From an optimization exercise on the open Yosys and OpenROAD flow, aimed at small area and a short achievable clock period; shortcuts taken in it are not production practice. At most, simulation tests tie the RTL to the original design; equivalence was not proved. Power figures rest on the tool's default switching activity, not on a simulated workload.

Setup of the reference run:
Design jpeg_fb_writer, start of the top module:
module jpeg_fb_writer #(
  parameter int unsigned       ADDR_W    = 32,
  parameter logic [ADDR_W-1:0] BASE_ADDR = 32'h0010_0000,
  parameter int unsigned       PIX_FMT   = 0
) (
  input  logic              clk,
  input  logic              reset,
  input  logic              in_valid_i,
  input  logic [15:0]       in_width_i,
  input  logic [15:0]       in_height_i,
  input  logic [15:0]       in_x_i,
  input  logic [15:0]       in_y_i,
  input  logic [7:0]        in_r_i,
  input  logic [7:0]        in_g_i,
  input  logic [7:0]        in_b_i,
  output logic              in_accept_o,
  output logic              wr_valid_o,
  output logic [ADDR_W-1:0] wr_addr_o,
  output logic [31:0]       wr_data_o,
  output logic [3:0]        wr_strb_o,
  input  logic              wr_ready_i,
  output logic              frame_done_o,
  output logic              busy_o,
  output logic [15:0]       crop_count_o,
  output logic              geom_err_o
);
clock: 9.0 ns
lec_check: 0
cap_margin: 20
core_margin: 2
core_utilization: 40
cts_buf_list: sky130_fd_sc_hd__clkbuf_4 sky130_fd_sc_hd__clkbuf_8
cts_cluster_diameter: 80
cts_cluster_size: 16
setup_slack_margin: 4.6
slew_margin: 20
synth_hierarchical: 1
standard.sh (not shown) runs the stock make flow with config.mk's settings and CLKGATE_MAP_FILE= SYNTH_SCRIPT=/design/flow/synth_recipe.tcl, a recipe that flattens the netlist after the stock synthesis.
==> flow/flow/run.sh <==
#!/bin/bash
# Own layout flow: the standard flow, with plain buf_1 cells as the port buffers
# (instead of the delay-cell buffer the resizer picks by default). Every port still gets
# its own buffer. The full make output goes to std_flow.log in the work folder.
set -euo pipefail
export BUFFER_PORTS_ARGS="-buffer_cell sky130_fd_sc_hd__buf_1"
bash standard.sh finish > std_flow.log 2>&1
The reference run finished every step from synthesis to the final layout, and the layout passed the timing, design-rule and antenna checks.
Relative to the reference run, the following input files were edited for the trial run:
- changing SETUP_SLACK_MARGIN from 4.6 to 4.9
- Diff the reference run -> the trial run: wire length reported by the detailed router moved up, sequential cell count level.
- Comparing the reference run with the trial run, the clock transition at the register clock pins on the worst setup and hold paths after CTS came out essentially unchanged.
- The net switching share of the total power of the trial run exceeds that of the reference run by 0.71 points.
- The trial run: largest net degree at the start of global routing is 7 higher than what the reference run reported.
No functional check of the RTL was part of any run of this note.

* * *

Another version of the RTL of jpeg_fb_writer (not shown whole).
Size in the first run: roughly 1,400 cells after synthesis, roughly 180 I/O pins, roughly 17,000 µm² of cells after synthesis.
## jpeg_fb_writer
module jpeg_fb_writer #(
  parameter int unsigned       ADDR_W    = 32,
  parameter logic [ADDR_W-1:0] BASE_ADDR = 32'h0010_0000,
  parameter int unsigned       PIX_FMT   = 0
) (
  input  logic              clk,
  input  logic              reset,
  input  logic              in_valid_i,
  input  logic [15:0]       in_width_i,
  input  logic [15:0]       in_height_i,
  input  logic [15:0]       in_x_i,
  input  logic [15:0]       in_y_i,
  input  logic [7:0]        in_r_i,
  input  logic [7:0]        in_g_i,
  input  logic [7:0]        in_b_i,
  output logic              in_accept_o,
  output logic              wr_valid_o,
  output logic [ADDR_W-1:0] wr_addr_o,
  output logic [31:0]       wr_data_o,
  output logic [3:0]        wr_strb_o,
  input  logic              wr_ready_i,
  output logic              frame_done_o,
  output logic              busy_o,
  output logic [15:0]       crop_count_o,
  output logic              geom_err_o
);
export LEC_CHECK = 0
export CAP_MARGIN = 20
export CORE_MARGIN = 2
export CORE_UTILIZATION = 40
export CTS_BUF_LIST = sky130_fd_sc_hd__clkbuf_4 sky130_fd_sc_hd__clkbuf_8
export SETUP_SLACK_MARGIN = 5.0
export SLEW_MARGIN = 20
export SYNTH_HIERARCHICAL = 1
create_clock -name core_clock -period 9.0 [get_ports {clk}]
Scripts as last shown in full above: flow/flow/run.sh
The baseline completed without violations.
Then changed:
- SETUP_SLACK_MARGIN: 5.0 -> 4.6
Result:
- wire length fell by 6.2%
- total power went down by 7.3%
- final area came out lower by 4.8%
- sequential cell count does not change
- die area does not change
- area after synthesis does not change
- cell count decreases by 2.8%
- fmax came out lower by 2.4%
- non-clock buffer count is lower by 65

* * *

Another version of the RTL of jpeg_fb_writer (not shown whole).
Size in the first run: about 1500 cells after synthesis, roughly 180 I/O pins, about 0.017 mm² of cells after synthesis.
Settings: LEC_CHECK=0, CAP_MARGIN=20, CORE_MARGIN=2, CORE_UTILIZATION=40, SETUP_SLACK_MARGIN=4.3, SLEW_MARGIN=20, SYNTH_HIERARCHICAL=1; clock period 9.0 ns.
Scripts as last shown in full above: flow/flow/run.sh
Change:
SETUP_SLACK_MARGIN = 4.6   (was 4.3)
Outcome:
- routed wire length drops by 0.51%
- flip-flop and latch count is unchanged
- sequential power stays flat
- synthesized cell count stays the same
- final area came out higher by 1.8%
- synthesized area is unchanged
- count of clock-buffer cells in the layout rises by 4
- first-iteration DRC count grows by 10%
- setup slack gets worse by 23 ps
No run of this note included a check of the RTL's function; only the layout flow was run.

* * *

Another version of the RTL of jpeg_fb_writer (not shown whole).
Size in the first run: ~1,600 cells after synthesis, about 220 flip-flops, roughly 180 I/O pins, roughly 17,000 sq um of cells after synthesis.
export LEC_CHECK = 0
export CAP_MARGIN = 20
export CORE_MARGIN = 2
export CORE_UTILIZATION = 40
export CTS_BUF_LIST = sky130_fd_sc_hd__clkbuf_8 sky130_fd_sc_hd__clkbuf_16
export CTS_CLUSTER_DIAMETER = 100
export CTS_CLUSTER_SIZE = 24
export SETUP_SLACK_MARGIN = 4.6
export SLEW_MARGIN = 20
export SYNTH_HIERARCHICAL = 1
create_clock -name core_clock -period 9.0 [get_ports {clk}]
Scripts as last shown in full above: flow/flow/run.sh
The baseline finished clean.
Rerun with:
- CAP_MARGIN: 20 -> 5
- CTS_BUF_LIST: sky130_fd_sc_hd__clkbuf_8 sky130_fd_sc_hd__clkbuf_16 -> sky130_fd_sc_hd__clkbuf_4 sky130_fd_sc_hd__clkbuf_8
- CTS_CLUSTER_DIAMETER: 100 -> 80
- CTS_CLUSTER_SIZE: 24 -> 16
- SLEW_MARGIN: 20 -> 5
Effect: The changed run completed without violations. Power fell slightly. Routed wire length rose slightly. Final area barely changes.
Rerun with:
- CAP_MARGIN: 5 -> 20
- CTS_CLUSTER_DIAMETER: 80 -> not set
- CTS_CLUSTER_SIZE: 16 -> not set
- SLEW_MARGIN: 5 -> 20
Power goes up by 7.8%.
Final cell count came out higher by 2.7%.
Synthesized cell count stays the same.
Setup slack loses 8.9 ps.
Combinational power hardly moves.
Maximum frequency is about the same.
Core utilization climbs by 1.5 points.
First-iteration DRC count drops by about 0.9%.
Count of clock-buffer cells in the layout increases by 37.

* * *

== run a ==
Another version of the RTL of jpeg_fb_writer (not shown whole).
Size: about 1600 cells after synthesis, roughly 220 flip-flops.
export LEC_CHECK = 0
export CAP_MARGIN = 20
export CORE_MARGIN = 2
export CORE_UTILIZATION = 40
export CTS_BUF_LIST = sky130_fd_sc_hd__clkbuf_4 sky130_fd_sc_hd__clkbuf_8
export CTS_CLUSTER_DIAMETER = 80
export CTS_CLUSTER_SIZE = 16
export SETUP_SLACK_MARGIN = 4.9
export SLEW_MARGIN = 20
export SYNTH_HIERARCHICAL = 1
create_clock -name core_clock -period 9.0 [get_ports {clk}]
Scripts as last shown in full above: flow/flow/run.sh
[inputs] run b vs run a
Settings: a change of SETUP_SLACK_MARGIN from 4.9 to 4.45.
==> comparison <==
- Run b ran to completion and came out clean on the timing, design-rule and antenna checks.
- Compare run a and run b | worst slack at placement higher: run a
- Run b reports a lower post-CTS repair timing setup buffer count than run a does.
- Diff run a and run b: largest incremental delay on the critical path lower in run a
- Re final non-filler cell area: run a was higher than run b.
- From run b to run a, maximum number of pins on one net before global-route repair did not move at all.
- Diff run a -> run b: clock-buffer cell count has increased; achievable frequency decreased by 5.9 MHz relative to the old numbers; detailed-routing iteration count for the pre-antenna-repair pass increased by 2 relative to the old numbers; post-route worst setup slack saw a decrease.
- Taking run a as the reference, in run b total power of the final layout now sits lower, first-pass GRT wire length dropped about 0.4%.
No functional check of the RTL was part of any run of this note.

* * *

jpeg_fb_writer, a different RTL version from the one above (not shown whole).
Size in the first run: about 1,800 cells after synthesis, roughly 180 I/O pins, ~17,000 um2 of cells after synthesis.
Settings: LEC_CHECK=0, CAP_MARGIN=20, CORE_MARGIN=2, CORE_UTILIZATION=40, CTS_BUF_LIST=sky130_fd_sc_hd__clkbuf_4 sky130_fd_sc_hd__clkbuf_8, CTS_CLUSTER_DIAMETER=80, CTS_CLUSTER_SIZE=16, SETUP_SLACK_MARGIN=5.0, SLEW_MARGIN=20, SYNTH_HIERARCHICAL=1; clock period 9.0 ns.
Scripts as last shown in full above: flow/flow/run.sh
==> next run, changes <==
- SETUP_SLACK_MARGIN: 5.0 -> 4.8
=>
- The changed run completed with no timing, DRC or antenna violations
- critical path depth came out higher by 7
- total power goes down by 4.0%
- wire length fell by 0.44%
- global-route usage drops by 0.13 points
- first-iteration DRC count decreases by 12%
- worst hold slack hardly moves
- register-to-register slack gets worse by 0.18 ns
- setup slack got worse by 0.10 ns
- sequential cell count stays the same

* * *

jpeg_fb_writer with an RTL version that a note above also has.
Size: roughly 1600 cells after synthesis, ~220 flip-flops, roughly 17000 um2 of cells after synthesis.
Settings: LEC_CHECK=0, CAP_MARGIN=20, CORE_MARGIN=2, CORE_UTILIZATION=65, CTS_BUF_LIST=sky130_fd_sc_hd__clkbuf_4 sky130_fd_sc_hd__clkbuf_8, CTS_CLUSTER_DIAMETER=80, CTS_CLUSTER_SIZE=16, PLACE_DENSITY=0.75, SETUP_SLACK_MARGIN=4.6, SLEW_MARGIN=20, SYNTH_HIERARCHICAL=1; clock period 9.0 ns.
Scripts as last shown in full above: flow/flow/run.sh
Rerun with:
- CORE_UTILIZATION: 65 -> 40
- PLACE_DENSITY: 0.75 -> not set
The new run passed the timing, design-rule and antenna checks.
Clock-buffer cell count drops by 3.
Global-route usage went down by 10 points.
Critical path depth shrinks by 5.

[separate check: timing with driven ports]
The results above use ideal ports. As a check the final layouts listed here were re-extracted and re-timed, cells and wires unchanged.
Step 1 assumes that a clkbuf_16 drives the clock port and a buf_2 every other input.
Step 2 moves the port delays by t, midway between the first and last clock arrival at a register: inputs arrive t later, outputs are due t later. That takes back most of the time a late clock gives input paths.
Slacks: no drivers / after step 1 / after step 2; pairs: no drivers / after step 1.
| run | shift t [ns] | setup WS [ns] | latest minus earliest clock arrival (ns) |
|---|---|---|---|
| the reference run | 0.638 | 4.661 / 4.608 / 4.166 | 0.042 / 0.042 |
| the trial run | 0.638 | 4.639 / 4.587 / 4.386 | 0.062 / 0.062 |
| the first run of note 2 | 0.649 | 4.576 / 4.529 / 4.498 | 0.035 / 0.035 |
| the second run of note 2 | 0.654 | 4.466 / 4.418 / 4.162 | 0.042 / 0.042 |
| the first run of note 3 | 0.610 | 4.393 / 4.337 / 3.926 | 0.018 / 0.018 |
| the second run of note 3 | 0.610 | 4.370 / 4.318 / 4.284 | 0.024 / 0.024 |
| the first run of note 4 | 0.550 | 4.727 / 4.670 / 4.216 | 0.022 / 0.022 |
| the second run of note 4 | 0.597 | 4.728 / 4.680 / 4.205 | 0.043 / 0.044 |
| the third run of note 4 | 0.635 | 4.719 / 4.670 / 4.218 | 0.047 / 0.047 |
| run a | 0.639 | 4.697 / 4.649 / 4.571 | 0.039 / 0.038 |
| run b | 0.655 | 4.585 / 4.536 / 4.046 | 0.036 / 0.036 |
| the first run of note 6 | 0.609 | 4.972 / 4.926 / 4.539 | 0.019 / 0.019 |
| the second run of note 6 | 0.617 | 4.872 / 4.872 / 4.383 | 0.047 / 0.047 |
| the first run of note 7 | 0.591 | 4.637 / 4.637 / 4.214 | 0.033 / 0.033 |
| the second run of note 7 | 0.597 | 4.728 / 4.680 / 4.205 | 0.043 / 0.044 |
After both steps setup and hold are still met in every run listed. For run b, which loses most, drivers alone change the setup slack by -0.049 ns; drivers and shift together by -0.539 ns.
